This design comes from an exercise in tuning for a short achievable clock period and few clock cycles per item on the open sky130 flow, not from production work. RTL that was checked went through simulation tests only; none was proved equivalent to the original. The clock input has no modelled driver; a real chip could not lean on it and would need a root buffer or a full tree. Power and IR drop assume default switching activity.

==> flow/design.v (excerpt) <==
module exec_core (
  input  wire logic                  clk_i,
  input  wire logic                  arst_n_i,
  input  wire logic                  issue_valid_i,
  output logic                       issue_ready_o,
  input  wire logic [2:0]            issue_alu_op_i,
  input  wire logic                  issue_sub_i,
  input  wire logic                  issue_shift_right_i,
  input  wire logic                  issue_shift_arith_i,
  input  wire logic [4:0]            issue_rs1_i,
  input  wire logic [4:0]            issue_rs2_i,
  input  wire logic                  issue_use_imm_i,
  input  wire logic [31:0]           issue_imm_i,
  input  wire logic [4:0]            issue_rd_i,
  input  wire logic                  issue_write_i,
  input  wire logic                  issue_branch_i,
  input  wire logic [2:0]            issue_branch_cond_i,
  input  wire logic [19:0]           issue_branch_offset_i,
  output logic                       res_valid_o,
  input  wire logic                  res_ready_i,
  output logic                       res_write_o,
  output logic [4:0]                 res_rd_o,
  output logic [31:0]                res_result_o,
  output logic                       res_branch_taken_o,
  output logic [19:0]                res_branch_offset_o
);
Settings: LEC_CHECK=0, ABC_CLOCK_PERIOD_IN_PS=2000, CAP_MARGIN=20, CORE_MARGIN=2, CORE_UTILIZATION=40, SLEW_MARGIN=20; clock period 9.0 ns.
standard.sh (not shown) runs the stock make flow with config.mk's settings and CLKGATE_MAP_FILE= SYNTH_SCRIPT=/design/flow/synth_recipe.tcl, a recipe that flattens the netlist after the stock synthesis.
==> flow/flow/run.sh <==
#!/bin/bash
# Standard layout with two changes: timing repair aims further below the clock period,
# and the clock tree is a hand-built balanced tree of clock inverters (flow/pre_cts.tcl).
set -e
export SETUP_SLACK_MARGIN=6.6
export PRE_CTS_TCL=$PWD/flow/pre_cts.tcl
bash standard.sh > standard.log 2>&1
Other scripts of this flow, unchanged in this note and not shown: flow/flow/mycts.tcl, flow/flow/mytree.tcl, flow/flow/pre_cts.tcl
Testbench counts at the start, summed over its fixed seeds: cycles 8,032, items 8,000.
==> next run, changes <==
--- a/flow/design.v
+++ b/flow/design.v
@@ -272,40 +272,51 @@
         default: ready_q <= (credit_q <= 3'(qdepth));
       endcase
     end
   end
   logic        d_valid_q;
   logic [31:1] d_rs1_oh_q;
   logic [31:1] d_rs2_oh_q;
-  logic [4:0]  d_rs1_q;
-  logic [4:0]  d_rs2_q;
+  logic        d_fe1_q;     
+  logic        d_fw1_q;     
+  logic        d_fe2_q;
+  logic        d_fw2_q;
+  logic        e_wen_q;
+  logic [4:0]  e_rd_q;
+  logic        fe1_n, fw1_n, fe2_n, fw2_n;
   logic        d_use_imm_q;
   logic [31:0] d_imm_q;
   logic [4:0]  d_rd_q;
   logic        d_write_q;
   logic        d_wen_q;
   logic        d_sub_q;
   logic        d_fill_q;
   logic [7:0]  d_sel_q;     
   logic [5:0]  d_cond_q;    
   logic [19:0] d_off_q;
+  assign fe1_n = d_valid_q & d_wen_q & (d_rd_q == issue_rs1_i);
+  assign fw1_n = e_wen_q & (e_rd_q == issue_rs1_i);
+  assign fe2_n = d_valid_q & d_wen_q & (d_rd_q == issue_rs2_i) & ~issue_use_imm_i;
+  assign fw2_n = e_wen_q & (e_rd_q == issue_rs2_i) & ~issue_use_imm_i;
   always_ff @(posedge clk_i or negedge arst_n_i) begin
     if (!arst_n_i) begin
       d_valid_q <= 1'b0;
     end else begin
       d_valid_q <= fire;
     end
   end
   always_ff @(posedge clk_i) begin
     for (int i = 1; i < 32; i++) begin
-      d_rs1_oh_q[i] <= (issue_rs1_i == 5'(i));
-      d_rs2_oh_q[i] <= (issue_rs2_i == 5'(i));
+      d_rs1_oh_q[i] <= (issue_rs1_i == 5'(i)) & ~fe1_n & ~fw1_n;
+      d_rs2_oh_q[i] <= (issue_rs2_i == 5'(i)) & ~issue_use_imm_i & ~fe2_n & ~fw2_n;
     end
-    d_rs1_q     <= issue_rs1_i;
-    d_rs2_q     <= issue_rs2_i;
+    d_fe1_q     <= fe1_n;
+    d_fw1_q     <= fw1_n & ~fe1_n;
+    d_fe2_q     <= fe2_n;
+    d_fw2_q     <= fw2_n & ~fe2_n;
     d_use_imm_q <= issue_use_imm_i;
     d_imm_q     <= issue_imm_i;
     d_rd_q      <= issue_rd_i;
     d_write_q   <= issue_write_i;
     d_wen_q     <= issue_write_i & (issue_rd_i != 5'd0);
     d_sub_q     <= issue_sub_i;
     d_fill_q    <= issue_shift_right_i & issue_shift_arith_i;
@@ -322,16 +333,14 @@
     d_cond_q[2] <= issue_branch_i & (issue_branch_cond_i == dproc_pkg::BR_LT);
     d_cond_q[3] <= issue_branch_i & (issue_branch_cond_i == dproc_pkg::BR_GE);
     d_cond_q[4] <= issue_branch_i & (issue_branch_cond_i == dproc_pkg::BR_LTU);
     d_cond_q[5] <= issue_branch_i & (issue_branch_cond_i == dproc_pkg::BR_GEU);
     d_off_q     <= issue_branch_offset_i;
   end
   logic        e_valid_q;
-  logic        e_wen_q;
-  logic [4:0]  e_rd_q;
   logic        w_valid_q;
   logic        w_wen_q;
   logic [4:0]  w_rd_q;
   logic [31:0] w_result_q;
   logic [31:0] alu_result;
   logic        alu_taken;
   logic [31:0] rf_rs1;
@@ -346,28 +355,27 @@
     .rs2_oh_i   (d_rs2_oh_q),
     .rs1_data_o (rf_rs1),
     .rs2_data_o (rf_rs2),
     .we_i       (w_wen_q),
     .waddr_i    (w_rd_q),
     .wdata_i    (w_result_q)
   );
-  assign fwd_e1 = e_wen_q & (e_rd_q == d_rs1_q);
-  assign fwd_e2 = e_wen_q & (e_rd_q == d_rs2_q) & ~d_use_imm_q;
-  assign fwd_w1 = w_wen_q & (w_rd_q == d_rs1_q);
-  assign fwd_w2 = w_wen_q & (w_rd_q == d_rs2_q);
-  assign opnd1_d = fwd_e1 ? alu_result : (fwd_w1 ? w_result_q : rf_rs1);
-  assign opnd2_d = fwd_e2 ? alu_result :
-                   (d_use_imm_q ? d_imm_q : (fwd_w2 ? w_result_q : rf_rs2));
+  assign fwd_e1 = d_fe1_q;
+  assign fwd_e2 = d_fe2_q;
+  assign fwd_w1 = d_fw1_q;
+  assign fwd_w2 = d_fw2_q;
+  assign opnd1_d = fwd_e1 ? alu_result : other1;
+  assign opnd2_d = fwd_e2 ? alu_result : other2;
   logic [31:0] other1;
   logic [31:0] other2;
   logic        add_e1, add_o1, add_e2, add_o2;
   logic        shl_e1, shl_o1, shl_e2, shl_o2;
   logic        shr_e1, shr_o1, shr_e2, shr_o2;
-  assign other1 = fwd_w1 ? w_result_q : rf_rs1;
-  assign other2 = d_use_imm_q ? d_imm_q : (fwd_w2 ? w_result_q : rf_rs2);
+  assign other1 = rf_rs1 | (w_result_q & {32{fwd_w1}});
+  assign other2 = rf_rs2 | (w_result_q & {32{fwd_w2}}) | (d_imm_q & {32{d_use_imm_q}});
   assign add_e1 = d_sel_q[0] & fwd_e1;
   assign add_o1 = d_sel_q[0] & ~fwd_e1;
   assign add_e2 = d_sel_q[0] & fwd_e2;
   assign add_o2 = d_sel_q[0] & ~fwd_e2;
   assign shl_e1 = d_sel_q[6] & fwd_e1;
   assign shl_o1 = d_sel_q[6] & ~fwd_e1;
   assign shl_e2 = d_sel_q[6] & fwd_e2;
=>
- setup slack loses 210 ps
- die area goes down by about 1%
- total power is lower by about 8%
- global-route usage rose by 1.1 points
- wire length went up by about 1.3%
- maximum frequency fell by about 7%
- cell count shrinks by about 1.4%
- area after synthesis went down by 0.96%
- sequential share of layout area came out higher by 0.79 points
- cell area fell by about 2%
Testbench counts after the change, summed over its fixed seeds: cycles 8,032, items 8,000.
In every run of this note, the design's own scripts or RTL, not TritonCTS, make the clock network.

---

Another version of the RTL of exec_core (not shown whole).
Size: ~6,200 cells after synthesis, roughly 1,600 flip-flops, roughly 140 I/O pins.
==> module pipe_reg, before the edit <==
module pipe_reg #(
  parameter int width = 32,
  parameter int depth = 4
) (
  input  wire logic             clk_i,
  input  wire logic             arst_n_i,
  input  wire logic             in_valid_i,
  input  wire logic [width-1:0] in_i,
  output logic                  out_valid_o,
  input  wire logic             out_ready_i,
  output logic [width-1:0]      out_o
);
  localparam int aw = $clog2(depth);
  logic             head_valid_q;
  logic [width-1:0] head_q;
  logic [width-1:0] mem_q [depth];
  logic [aw-1:0]    rd_ptr_q;
  logic [aw-1:0]    wr_ptr_q;
  logic [aw:0]      count_q;
  logic             head_load;
  logic             from_mem;
  logic             push;
  assign head_load = ~head_valid_q | out_ready_i;
  assign from_mem  = (count_q != '0);
  assign push      = in_valid_i & ~(head_load & ~from_mem);
  always_ff @(posedge clk_i or negedge arst_n_i) begin
    if (!arst_n_i) begin
      head_valid_q <= 1'b0;
      rd_ptr_q     <= '0;
      wr_ptr_q     <= '0;
      count_q      <= '0;
    end else begin
      if (head_load) begin
        head_valid_q <= from_mem | in_valid_i;
      end
      if (head_load && from_mem) begin
        rd_ptr_q <= rd_ptr_q + 1'b1;
      end
      if (push) begin
        wr_ptr_q <= wr_ptr_q + 1'b1;
      end
      count_q <= count_q + {{aw{1'b0}}, push} - {{aw{1'b0}}, head_load & from_mem};
    end
  end
  always_ff @(posedge clk_i) begin
    if (head_load) begin
      head_q <= from_mem ? mem_q[rd_ptr_q] : in_i;
    end
  end
  always_ff @(posedge clk_i) begin
    for (int i = 0; i < depth; i++) begin
      if (in_valid_i && (wr_ptr_q == aw'(i))) begin
        mem_q[i] <= in_i;
      end
    end
  end
  assign out_valid_o = head_valid_q;
  assign out_o       = head_q;
endmodule
export LEC_CHECK = 0
export ABC_CLOCK_PERIOD_IN_PS = 2000
export CAP_MARGIN = 20
export CORE_MARGIN = 2
export CORE_UTILIZATION = 40
export SETUP_SLACK_MARGIN = 5
export SLEW_MARGIN = 20
create_clock -name core_clock -period 9.0 [get_ports {clk_i}]
run.sh (not shown) runs the stock make flow with config.mk's settings and CLKGATE_MAP_FILE= SYNTH_SCRIPT=/design/flow/synth_recipe.tcl, a recipe that flattens the netlist after the stock synthesis.
Stock flow here: none of the scripts above is used.
The baseline completed with no timing, DRC or antenna violations.
==> next run, changes <==
--- a/flow/design.v
+++ b/flow/design.v
@@ -66,5 +66,5 @@
   output logic [width-1:0]      out_o
 );
-  localparam int aw = $clog2(depth);
+  localparam int aw = 2;   
   logic             head_valid_q;
   logic [width-1:0] head_q;
=> The changed run produced a clean layout; routed wire length is unchanged; cell area stays the same; non-clock buffer count does not change; clock skew stays the same; setup slack stays the same; power stays the same; combinational power hardly moves; global-route usage is unchanged; critical path depth is unchanged; fmax is unchanged.
Testbench counts after the change, summed over its fixed seeds: cycles 8,032, items 8,000.
Function not checked in the first run of this note: the RTL went through the layout flow alone.

[re-timing with driven ports]
Ports are ideal in the flow. The routed layouts listed here were re-timed in OpenROAD.
Step 1: set_driving_cell puts a clkbuf_16 on clk_i and a buf_2 on each other input, an assumption about the parent block.
Step 2 adds t to the input delays and takes it off the output delays; t is the mean of the earliest and latest rising clock arrival at the registers after step 1. Input paths then give back, and output paths get back, about the clock's delay inside the block.
Three values: ideal, step 1, step 2; two values: the first two.
run | t (ns) | setup slack, ns | hold slack, ns | latest minus earliest clock arrival (ns)
the first run of note 1 | 0.790 | 6.079 / 5.863 / 5.585 | 0.277 / 0.272 / 0.272 | 0.082 / 0.088
the second run of note 1 | 0.800 | 5.866 / 5.852 / 5.757 | 0.319 / 0.319 / 0.319 | 0.074 / 0.075
the first run of note 2 | 0.923 | 5.268 / 5.220 / 4.752 | 0.318 / 0.318 / 0.318 | 0.042 / 0.042
the second run of note 2 | 0.923 | 5.268 / 5.220 / 4.752 | 0.318 / 0.318 / 0.318 | 0.042 / 0.042
After both steps setup and hold are still met in every run listed.
